What follows belongs to an exercise in optimizing a design on an open flow for small area; a production flow would make more cautious choices.
Only simulation tests tie the RTL to the original design; equivalence was not proved.
Power is estimated from default activity; no workload was simulated.

===== config.mk =====
export PLATFORM = sky130hd
export DESIGN_NAME = issue_stage
export DESIGN_NICKNAME = issue_stage
export VERILOG_FILES = /design/flow/design.v
export SDC_FILE = /design/flow/constraint.sdc
export NUM_CORES = 4
export LEC_CHECK = 0
export CAP_MARGIN = 20
export CORE_MARGIN = 2
export CORE_UTILIZATION = 55
export PLACE_DENSITY = 0.65
export SETUP_SLACK_MARGIN = 0.15
export SLEW_MARGIN = 20
export SYNTH_HIERARCHICAL = 1

===== standard.sh =====
#!/bin/bash
# synth_recipe.tcl (not shown) runs the flow's synth.tcl, then flattens the netlist and writes it again
# the make line also repeats each setting of config.mk as NAME=value (left out here)
make -C /OpenROAD-flow-scripts/flow DESIGN_CONFIG=/design/flow/config.mk WORK_HOME=/design/flow/orfs CLKGATE_MAP_FILE= SYNTH_SCRIPT=/design/flow/synth_recipe.tcl "${@:-finish}"

===== flow/run.sh =====
#!/bin/bash
# The standard layout, with two changes:
# - the port buffers are buf_1 cells instead of the buffer_ports default
# - clock tree synthesis adds no dummy loads, clusters up to 28 sinks within
#   80 um and builds from clkbuf_16
set -euo pipefail
cd "$(dirname "${BASH_SOURCE[0]}")/.."
bash standard.sh \
  BUFFER_PORTS_ARGS="-buffer_cell sky130_fd_sc_hd__buf_1" \
  CTS_ARGS="-sink_clustering_enable -repair_clock_nets -dont_use_dummy_load -sink_clustering_size 28 -sink_clustering_max_diameter 80 -buf_list {sky130_fd_sc_hd__clkbuf_16}" \
  finish > flow_make.log 2>&1

===== constraint.sdc =====
create_clock -name core_clock -period 5.0 [get_ports {clk}]
set_input_delay 1.0000 -clock core_clock [delete_from_list [all_inputs] [get_ports {clk}]]
set_output_delay 1.0000 -clock core_clock [all_outputs]
set_load 0.01 [all_outputs]

===== design.v =====
`timescale 1ns/10ps
module issue_stage
(
  input  logic        clk,
  input  logic        rst,              
  input  logic        stall_i,
  input  logic        decode_en_i,
  input  logic [1:0]  decode_fu_sel_i,
  input  logic [2:0]  decode_op_sel_i,
  input  logic [3:0]  decode_alu_op_i,
  input  logic [4:0]  decode_rd_i,
  input  logic [4:0]  decode_rs1_i,
  input  logic [4:0]  decode_rs2_i,
  input  logic [31:0] decode_imm_i,
  input  logic [31:0] decode_pc_i,
  input  logic [3:0]  rob_tag_i,
  input  logic        rob_rs1_valid_i,
  input  logic [31:0] rob_rs1_value_i,
  input  logic        rob_rs2_valid_i,
  input  logic [31:0] rob_rs2_value_i,
  input  logic        cdb_valid_i,
  input  logic [3:0]  cdb_tag_i,
  input  logic [31:0] cdb_value_i,
  input  logic        commit_en_i,
  input  logic [4:0]  commit_rd_i,
  input  logic [3:0]  commit_tag_i,
  input  logic [31:0] commit_value_i,
  output logic        disp_alu_en_o,
  output logic        disp_ldst_en_o,
  output logic        disp_br_en_o,
  output logic        disp_br_comp_o,
  output logic [3:0]  disp_alu_op_o,
  output logic [31:0] disp_op1_value_o,
  output logic        disp_op1_rdy_o,
  output logic [3:0]  disp_op1_q_o,
  output logic [31:0] disp_op2_value_o,
  output logic        disp_op2_rdy_o,
  output logic [3:0]  disp_op2_q_o,
  output logic [31:0] disp_offset_o,
  output logic [31:0] disp_pc_o,
  output logic [3:0]  disp_tag_o,
  output logic        alloc_en_o,
  output logic [4:0]  alloc_dest_o,
  output logic        alloc_valid_o,
  output logic [31:0] alloc_value_o,
  output logic [3:0]  alloc_tag_o,
  output logic [3:0]  rob_rs1_tag_o,
  output logic [3:0]  rob_rs2_tag_o
);
  logic [31:0] rf   [1:31];  
  logic [3:0]  tags [1:31];
  logic [31:1] busy;
  logic [31:1] dec1, dec2, decc, decr;
  logic        alloc_ok;
  logic [31:1] dec1h, dec2h, dec1u, dec2u;
  dec5   u_dec1 (.a(decode_rs1_i), .y(dec1), .y2(dec1h), .y3(dec1u));
  dec5   u_dec2 (.a(decode_rs2_i), .y(dec2), .y2(dec2h), .y3(dec2u));
  dec5en u_decc (.en(commit_en_i), .a(commit_rd_i), .y(decc));
  dec5en u_decr (.en(alloc_ok),    .a(decode_rd_i), .y(decr));
  logic [31:0] rf1, rf2;
  logic [3:0]  tag1, tag2, tagc;
  logic        busy1, busy2;
  logic [30:0] busy_col;
  for (genvar i = 1; i < 32; i++)
    assign busy_col[i-1] = busy[i];
  onehot_rd u_busy1 (.s(dec1), .d(busy_col), .y(busy1));
  onehot_rd u_busy2 (.s(dec2), .d(busy_col), .y(busy2));
  for (genvar b = 0; b < 4; b++)
  begin : g_tag_rd
    logic [30:0] col;
    for (genvar i = 1; i < 32; i++)
      assign col[i-1] = tags[i][b];
    onehot_rd u_rd1 (.s(dec1), .d(col), .y(tag1[b]));
    onehot_rd u_rd2 (.s(dec2), .d(col), .y(tag2[b]));
    onehot_rd u_rdc (.s(decc), .d(col), .y(tagc[b]));
  end
  for (genvar b = 0; b < 32; b++)
  begin : g_rf_rd
    logic [30:0] col;
    for (genvar i = 1; i < 32; i++)
      assign col[i-1] = rf[i][b];
    onehot_rd u_rd1 (.s(b < 11 ? dec1 : b < 22 ? dec1h : dec1u), .d(col), .y(rf1[b]));
    onehot_rd u_rd2 (.s(b < 11 ? dec2 : b < 22 ? dec2h : dec2u), .d(col), .y(rf2[b]));
  end
  assign rob_rs1_tag_o = tag1;
  assign rob_rs2_tag_o = tag2;
  logic fire, is_alu, is_ldst, is_br, use_rs2, use_pc1, alloc, off_en;
  logic [3:0] next_tag;
  assign fire     = decode_en_i && !stall_i;
  assign is_alu   = decode_fu_sel_i == 2'd1;
  assign is_ldst  = decode_fu_sel_i == 2'd2;
  assign is_br    = decode_fu_sel_i == 2'd3;
  assign use_rs2  = ((is_alu || is_ldst) && decode_op_sel_i[0]) || (is_br && decode_op_sel_i[1]);
  assign use_pc1  = is_br && !decode_op_sel_i[0] && !decode_op_sel_i[1];
  assign alloc    = !(is_ldst && decode_op_sel_i[0]) && !(is_br && decode_op_sel_i[1]);
  assign alloc_ok = fire && alloc && (decode_rd_i != 5'd0);
  assign off_en   = !decode_fu_sel_i[0] || decode_op_sel_i[1];  
  assign next_tag = rob_tag_i + {3'd0, alloc_en_o};
  logic [31:0] alloc_value;
  assign alloc_value   = ({32{!disp_br_comp_o}} & disp_pc_o)
                       + (disp_offset_o | {29'd0, disp_br_en_o, 2'd0});
  assign alloc_value_o = alloc_value;
  assign alloc_valid_o = !(disp_alu_en_o || disp_ldst_en_o);
  assign alloc_tag_o   = disp_tag_o;
  logic        byp1, byp2, cdb1, cdb2, rdy1, rdy2;
  logic [31:0] val1, val2;
  assign byp1 = alloc_en_o && (alloc_dest_o == decode_rs1_i);
  assign byp2 = alloc_en_o && (alloc_dest_o == decode_rs2_i);
  assign cdb1 = cdb_valid_i && (cdb_tag_i == tag1);
  assign cdb2 = cdb_valid_i && (cdb_tag_i == tag2);
  logic [4:0] s1, s2;
  assign s1[0] = use_pc1;
  assign s1[1] = !use_pc1 && byp1;
  assign s1[2] = !use_pc1 && !byp1 && !busy1;
  assign s1[3] = !use_pc1 && !byp1 && busy1 && rob_rs1_valid_i;
  assign s1[4] = !use_pc1 && !byp1 && busy1 && !rob_rs1_valid_i;
  assign s2[0] = !use_rs2;
  assign s2[1] = use_rs2 && byp2;
  assign s2[2] = use_rs2 && !byp2 && !busy2;
  assign s2[3] = use_rs2 && !byp2 && busy2 && rob_rs2_valid_i;
  assign s2[4] = use_rs2 && !byp2 && busy2 && !rob_rs2_valid_i;
  for (genvar b = 0; b < 32; b++)
  begin : g_opsel
    opsel u_op1 (.s(s1), .d({cdb_value_i[b], rob_rs1_value_i[b], rf1[b], alloc_value[b], decode_pc_i[b]}),  .y(val1[b]));
    opsel u_op2 (.s(s2), .d({cdb_value_i[b], rob_rs2_value_i[b], rf2[b], alloc_value[b], decode_imm_i[b]}), .y(val2[b]));
  end
  assign rdy1 = byp1 ? alloc_valid_o : (!busy1 || rob_rs1_valid_i || cdb1);
  assign rdy2 = byp2 ? alloc_valid_o : (!busy2 || rob_rs2_valid_i || cdb2);
  always_ff @(posedge clk)
  begin
    if (!rst)
    begin
      disp_alu_en_o  <= 1'b0;
      disp_ldst_en_o <= 1'b0;
      disp_br_en_o   <= 1'b0;
      alloc_en_o     <= 1'b0;
    end
    else
    begin
      disp_alu_en_o  <= fire && is_alu;
      disp_ldst_en_o <= fire && is_ldst;
      disp_br_en_o   <= fire && is_br;
      alloc_en_o     <= alloc_ok;
    end
  end
  always_ff @(posedge clk)
  begin
    disp_br_comp_o   <= decode_op_sel_i[1] || (decode_fu_sel_i == 2'd0 && !decode_op_sel_i[0]);
    disp_alu_op_o    <= decode_alu_op_i;
    disp_op1_value_o <= val1;
    disp_op1_rdy_o   <= use_pc1 || rdy1;
    disp_op1_q_o     <= byp1 ? disp_tag_o : tag1;
    disp_op2_value_o <= val2;
    disp_op2_rdy_o   <= !use_rs2 || rdy2;
    disp_op2_q_o     <= byp2 ? disp_tag_o : tag2;
    disp_offset_o    <= {32{off_en}} & decode_imm_i;
    disp_pc_o        <= decode_pc_i;
    disp_tag_o       <= next_tag;
    alloc_dest_o     <= decode_rd_i;
  end
  logic [31:0] rf_d;
  logic [3:0]  tag_d;
  assign rf_d  = {32{rst}} & commit_value_i;
  assign tag_d = {4{rst}}  & next_tag;
  for (genvar i = 1; i < 32; i++)
  begin : g_reg
    logic we, ren, clr;
    assign we  = decc[i];
    assign ren = decr[i];
    assign clr = we && (tagc == commit_tag_i);
    always_ff @(posedge clk)
      if (we || !rst)
        rf[i] <= rf_d;
    always_ff @(posedge clk)
      if (ren || !rst)
        tags[i] <= tag_d;
    always_ff @(posedge clk)
      if (!rst)
        busy[i] <= 1'b0;
      else if (ren || clr)
        busy[i] <= ren;
  end
endmodule
module onehot_rd
(
  input  logic [30:0] s,
  input  logic [30:0] d,
  output logic        y
);
  logic [10:0] t;
  logic [2:0]  u;
  for (genvar k = 0; k < 10; k++)
  begin : g_aoi
    aoi222 i_aoi (.a1(s[3*k]), .a2(d[3*k]), .b1(s[3*k+1]), .b2(d[3*k+1]),
                  .c1(s[3*k+2]), .c2(d[3*k+2]), .y(t[k]));
  end
  assign t[10] = ~(s[30] & d[30]);
  nand4x i_n0 (.a(t[0]), .b(t[1]), .c(t[2]),  .d(t[3]), .y(u[0]));
  nand4x i_n1 (.a(t[4]), .b(t[5]), .c(t[6]),  .d(t[7]), .y(u[1]));
  nand3x i_n2 (.a(t[8]), .b(t[9]), .c(t[10]), .y(u[2]));
  assign y = |u;
endmodule
module aoi222
(
  input  logic a1, a2, b1, b2, c1, c2,
  output logic y
);
  assign y = ~((a1 & a2) | (b1 & b2) | (c1 & c2));
endmodule
module nand4x
(
  input  logic a, b, c, d,
  output logic y
);
  assign y = ~(a & b & c & d);
endmodule
module nand3x
(
  input  logic a, b, c,
  output logic y
);
  assign y = ~(a & b & c);
endmodule
module dec5
(
  input  logic [4:0]  a,
  output logic [31:1] y,
  output logic [31:1] y2,  
  output logic [31:1] y3
);
  logic [4:0] an;
  logic [7:0] lo_n;
  logic [3:0] hi_n;
  for (genvar k = 0; k < 5; k++)
  begin : g_inv
    invx i_inv (.a(a[k]), .y(an[k]));
  end
  for (genvar k = 0; k < 8; k++)
  begin : g_lo
    nand3x i_lo (.a(k[0] ? a[0] : an[0]), .b(k[1] ? a[1] : an[1]), .c(k[2] ? a[2] : an[2]), .y(lo_n[k]));
  end
  for (genvar k = 0; k < 4; k++)
  begin : g_hi
    nand2x i_hi (.a(k[0] ? a[3] : an[3]), .b(k[1] ? a[4] : an[4]), .y(hi_n[k]));
  end
  for (genvar i = 1; i < 32; i++)
  begin : g_y
    nor2x i_y  (.a(lo_n[i % 8]), .b(hi_n[i / 8]), .y(y[i]));
    nor2x i_y2 (.a(lo_n[i % 8]), .b(hi_n[i / 8]), .y(y2[i]));
    nor2x i_y3 (.a(lo_n[i % 8]), .b(hi_n[i / 8]), .y(y3[i]));
  end
endmodule
module nand2x
(
  input  logic a, b,
  output logic y
);
  assign y = ~(a & b);
endmodule
module dec5en
(
  input  logic        en,
  input  logic [4:0]  a,
  output logic [31:1] y
);
  logic [4:0] an;
  logic [7:0] lo_n;
  logic [3:0] hi_n;
  for (genvar k = 0; k < 5; k++)
  begin : g_inv
    invx i_inv (.a(a[k]), .y(an[k]));
  end
  for (genvar k = 0; k < 8; k++)
  begin : g_lo
    nand3x i_lo (.a(k[0] ? a[0] : an[0]), .b(k[1] ? a[1] : an[1]), .c(k[2] ? a[2] : an[2]), .y(lo_n[k]));
  end
  for (genvar k = 0; k < 4; k++)
  begin : g_hi
    nand3x i_hi (.a(en), .b(k[0] ? a[3] : an[3]), .c(k[1] ? a[4] : an[4]), .y(hi_n[k]));
  end
  for (genvar i = 1; i < 32; i++)
  begin : g_y
    nor2x i_y (.a(lo_n[i % 8]), .b(hi_n[i / 8]), .y(y[i]));
  end
endmodule
module invx
(
  input  logic a,
  output logic y
);
  assign y = ~a;
endmodule
module nor2x
(
  input  logic a, b,
  output logic y
);
  assign y = ~(a | b);
endmodule
module opsel
(
  input  logic [4:0] s,
  input  logic [4:0] d,
  output logic       y
);
  assign y = |(s & d);
endmodule

==> summary.txt <==
- Worst skew pair latency: 730 ps
- Worst r2r src: disp_br_comp_o$_DFF_P_
- CTS tree: built
- Initial antenna violation count: 25
- Tightest Hold Check Type: input pin to register
- PwrDens: approximately 350 nW/um^2
- Post-Syn Instances: 3624
- Syn nets: 3903
- Vias after detailed routing: 44.9k
- RR Endpoint: disp_op2_value_o[31]$_DFF_P_
- Routed WL per cell: 40.6 um
- DIE HEIGHT: around 320 um
- Final Core Density: 0.626
- Most common cell after layout, fill and taps aside: edfxtp_1
- Peak VDD IR: 0.309 mV
- Netlist cell types: 63
- Setup TNS: 0 ps
- Hold Fails Final Rpt: 0
- Worst slew pin tran: 1330 ps
- Total grt overflow: 0
- Worst-case clock buffer depth: 3
- Xor/xnor share of the synthesized area: 0.00812
- IO Port Bufs: 440
- # DRC: 0
- Die W: 317 um
- Crit Path Max Fanout: 6
- Crit-path slowest cell: or3_1
- Post-synthesis simple-gate area fraction: 0.103
- Max_cap viols: 0
- Stages on worst setup path: 8
- Commonest cells after routing, fill and taps aside: 1116 x edfxtp_1, 844 x a222oi_1, 439 x buf_1
- Clk_skew: approximately 52 ps
- Max_slew headroom: 0.109
- P_leak: 0.0202 uW
- Total Power: 21300 uW
- Max Slew Vio Count: 0
- Worst Path Arrival: 3850 ps
- Synth Warn #: 9
- Layout Nets: 4590
- CTS sink cnt: 1303
- Total GRT Usage: 0.438
- Ports: 442
- Critical Path RT: 4000 ps
- DPL Wire Length: 159 mm
- Crit-path max cell delay: ~570 ps
- RePlAce Congestion: about 1.0
- # setup viols final: 0
- Crit-path cells: buf_1, inv_1, nand3_1, nor2_1, a222oi_1, nand4_1, or3_1, buf_1
- RSZ-0062 raised after global routing: yes
- Most used cell along the critical path: buf_1
- First-pass GRT wire length: 306 mm
- Compound-Gate Fraction of Synth Area: 0.182
- Setup crit end kind: primary output
- Placement Setup Slack: 153 ps
- Fin crit period: 4850 ps
- Adder-cell share of the synthesized area: 0.00895
- Period utilisation layout: 0.971
- Final Worst Setup Slack: about 150 ps
- Multi-input gate area: roughly 17000 um^2
- Register area: 37300 um^2
- Largest net degree at the start of global routing: 81
- CTS Root Buffer Type: clkbuf_16
- Max frequency: just over 0.2 GHz
- Mux share of post-synthesis cell area: 0.00167
- Largest family of logic cells by synthesized area: compound AO/OA/AOI/OAI gates
- Ys async rst share: 0
- Synth Register Bits: 1303
- Critical path class: input pin to primary output
- Die area: between 100000 and 150000 um^2
- TritonCTS Buffers: 57
- Worst Setup Start Kind: input pin
- Post-Syn Area per Cell: 14.9 um^2
- Post-route cell area: 60700 um^2
- Number of synthesized flops with an enable pin: ~1.1k
- R2r setup slk: 1640 ps
- Placed instance area: 58900 um^2
- Layout cell share with drive strength beyond 1: 0.0942
- H-tree levels: 2
- Num rows: 114
- Drt total wl: about 230 mm
- Clock transition at path regs: 100 ps
- Status: timing/DRC/antenna clean
- Register area share after synthesis: 0.691
- Via/cell ratio: 8.02
- Area growth, synth to finish: 12.5%
- Antenna-violating nets left: 0
- Vias in the first global route: between 40k and 50k
- Core area: 97000 um^2
- Filler cells: ~7.4k
- Synth Cell Area: 53900 um^2
- Hold_buf cts: 0
- Crit-path leading delay family: simple AND/OR/NAND/NOR gates
- CP endpoint: rob_rs2_tag_o[2]
- Initial DRC Count: between 10k and 15k
- Buf+Inv Stages, Crit Path: 3
- Initial Utilization: 0.556
- Primary FF master, synth: edfxtp_1
- Crit path from: decode_rs2_i[2]
- Reg2reg path depth: 11
- Drt first pass iters: 11
## area by class of cell
type / count / share of cell area
diodes: 9 / 0.000371
clock buffers: 57 / 0.0235
inverters: 28 / 0.00173
multi-input cells: 2247 / 0.276
flip-flops and latches: 1303 / 0.614
well taps: 1276 / 0.0263
repair buffers: 674 / 0.0584
## per-module statistics from Yosys (local to each module, per instance), a selection
module	copies in the design	area [um^2]
aoi222	780	10.0
invx	20	3.75
issue_stage	1	41400
nand2x	8	3.75
nand3x	118	5.00
nand4x	156	6.26
nor2x	248	3.75
onehot_rd	78	10.0
opsel	64	21.3
## through the flow
stage / hold WS, ps / instances
after CTS: 340 / 5579
after floorplan: 498 / 3624
after global routing: 347 / 5587
after global placement: 516 / 5519
final: 364 / 5594
after detailed placement: 526 / 5522
## kinds of logic (layout without fill, tap and decap cells)
kind of cell             after synthesis  after routing
flip-flops                          1303           1303
AND/OR/NAND/NOR                     1101           1101
AO/OA/AOI/OAI                       1050           1050
buffers and inverters                 74            759
XOR/XNOR                              50             50
adder cells (fa/ha/maj)               38             38
multiplexers                           8              8
other                                  0              9
## cell usage after synthesis (all sizes together), types with 2 or more instances
library cell | instances | area, um^2
o211a | 2 | 20.0
nand2b | 67 | 419
o21a | 2 | 15.0
nor2 | 269 | 1010
a31oi | 2 | 12.5
dfxtp | 187 | 3740
a211o | 2 | 17.5
o31ai | 3 | 22.5
o21ai | 15 | 75.1
ha | 37 | 463
nand3 | 131 | 661
o211ai | 3 | 22.5
nand4 | 165 | 1030
a21oi | 64 | 320
a222oi | 844 | 8450
xnor2 | 23 | 201
or4 | 4 | 30.0
clkbuf | 33 | 124
a22oi | 66 | 495
nor3 | 10 | 50.1
a21o | 13 | 97.6
a21boi | 3 | 22.5
xor2 | 27 | 236
nand2 | 213 | 800
mux2 | 8 | 90.1
a211oi | 7 | 52.6
buf | 13 | 86.3
and4 | 3 | 27.5
nor4 | 5 | 31.3
a311o | 2 | 20.0
inv | 28 | 105
a221oi | 2 | 17.5
and3 | 10 | 62.6
or2 | 3 | 18.8
o311ai | 3 | 26.3
and2 | 71 | 445
a311oi | 3 | 26.3
nor3b | 2 | 15.0
or3 | 80 | 500
nand3b | 2 | 15.0
nor2b | 66 | 413
edfxtp | 1116 | 33500
o21bai | 2 | 15.0
o22ai | 2 | 12.5
## power breakdown
part           switching, uW  total, uW  internal [uW]
clock network           3260       5300           2040
logic                   1950       2700            750
registers                505      13300          12800
total                   5720      21300          15600
## registers in the layout, indices dropped and copies added, names as in the netlist
name and flops:
alloc_dest_o 5, alloc_en_o 1, busy 31, disp_alu_en_o 1, disp_alu_op_o 4, disp_br_comp_o 1, disp_br_en_o 1, disp_ldst_en_o 1
disp_offset_o 32, disp_op1_q_o 4, disp_op1_rdy_o 1, disp_op1_value_o 32, disp_op2_q_o 4, disp_op2_rdy_o 1, disp_op2_value_o 32, disp_pc_o 32
disp_tag_o 4, rf 992, tags 124
## layer usage
| metal | GRT usage | up-vias | share of wire | routed length (um) |
|---|---|---|---|---|
| met5 | 0 | - | 0.0013 | 294 |
| met4 | 0.244 | 44 | 0.072 | 16300 |
| met3 | 0.193 | 829 | 0.18 | 40200 |
| met2 | 0.641 | 4442 | 0.42 | 95000 |
| met1 | 0.545 | 21834 | 0.33 | 75100 |
| li1 | - | 17733 | - | - |
## repair_timing
action / in CTS / in global routing
resized for setup: 16 / 23
pin swaps: 0 / 1
setup endpoints to repair: 14 / 13
buffers inserted: 0 / 1
## worst min path at each step
stage                           from                       end  slack [ps]  cells after the start
6_report          decode_alu_op_i[2]  disp_alu_op_o[2]$_DFF_P_         360                      1
5_1_grt           decode_alu_op_i[2]  disp_alu_op_o[2]$_DFF_P_         350                      1
4_1_cts           decode_alu_op_i[1]  disp_alu_op_o[1]$_DFF_P_         340                      1
3_5_place_dp   busy[19]$_SDFFE_PN0P_     busy[19]$_SDFFE_PN0P_         530                      2
3_3_place_gp   busy[30]$_SDFFE_PN0P_     busy[30]$_SDFFE_PN0P_         520                      2
2_1_floorplan  busy[16]$_SDFFE_PN0P_     busy[16]$_SDFFE_PN0P_         500                      2

==> re-timing with driven ports <==
Ports are ideal in the flow. The routed layout listed here was re-timed in OpenROAD. Step 1 (the two cells are an assumption about what drives the block):
set clk [get_ports {clk}]
set_driving_cell -lib_cell sky130_fd_sc_hd__clkbuf_16 $clk
set_driving_cell -lib_cell sky130_fd_sc_hd__buf_2 [delete_from_list [all_inputs] $clk]
Step 2 times the ports against the registers' clock, not the clock port: input delays grow and output delays shrink by t, the midpoint of the rising clock arrivals with the driver on. Slacks: ideal ports / drivers / drivers and shift; pairs: ideal ports / drivers.
t (ns): 0.776
setup slack, ns: 0.147 / 0.112 / -0.190
worst setup path after step 2: input to register
latest minus earliest clock arrival (ns): 0.054 / 0.053
worst data-port slew with drivers (ns): 0.21
Met with ideal ports but missed after step 2: setup timing in this run. The setup slack of this run moves by -0.035 ns with the drivers and by -0.337 ns with both steps.
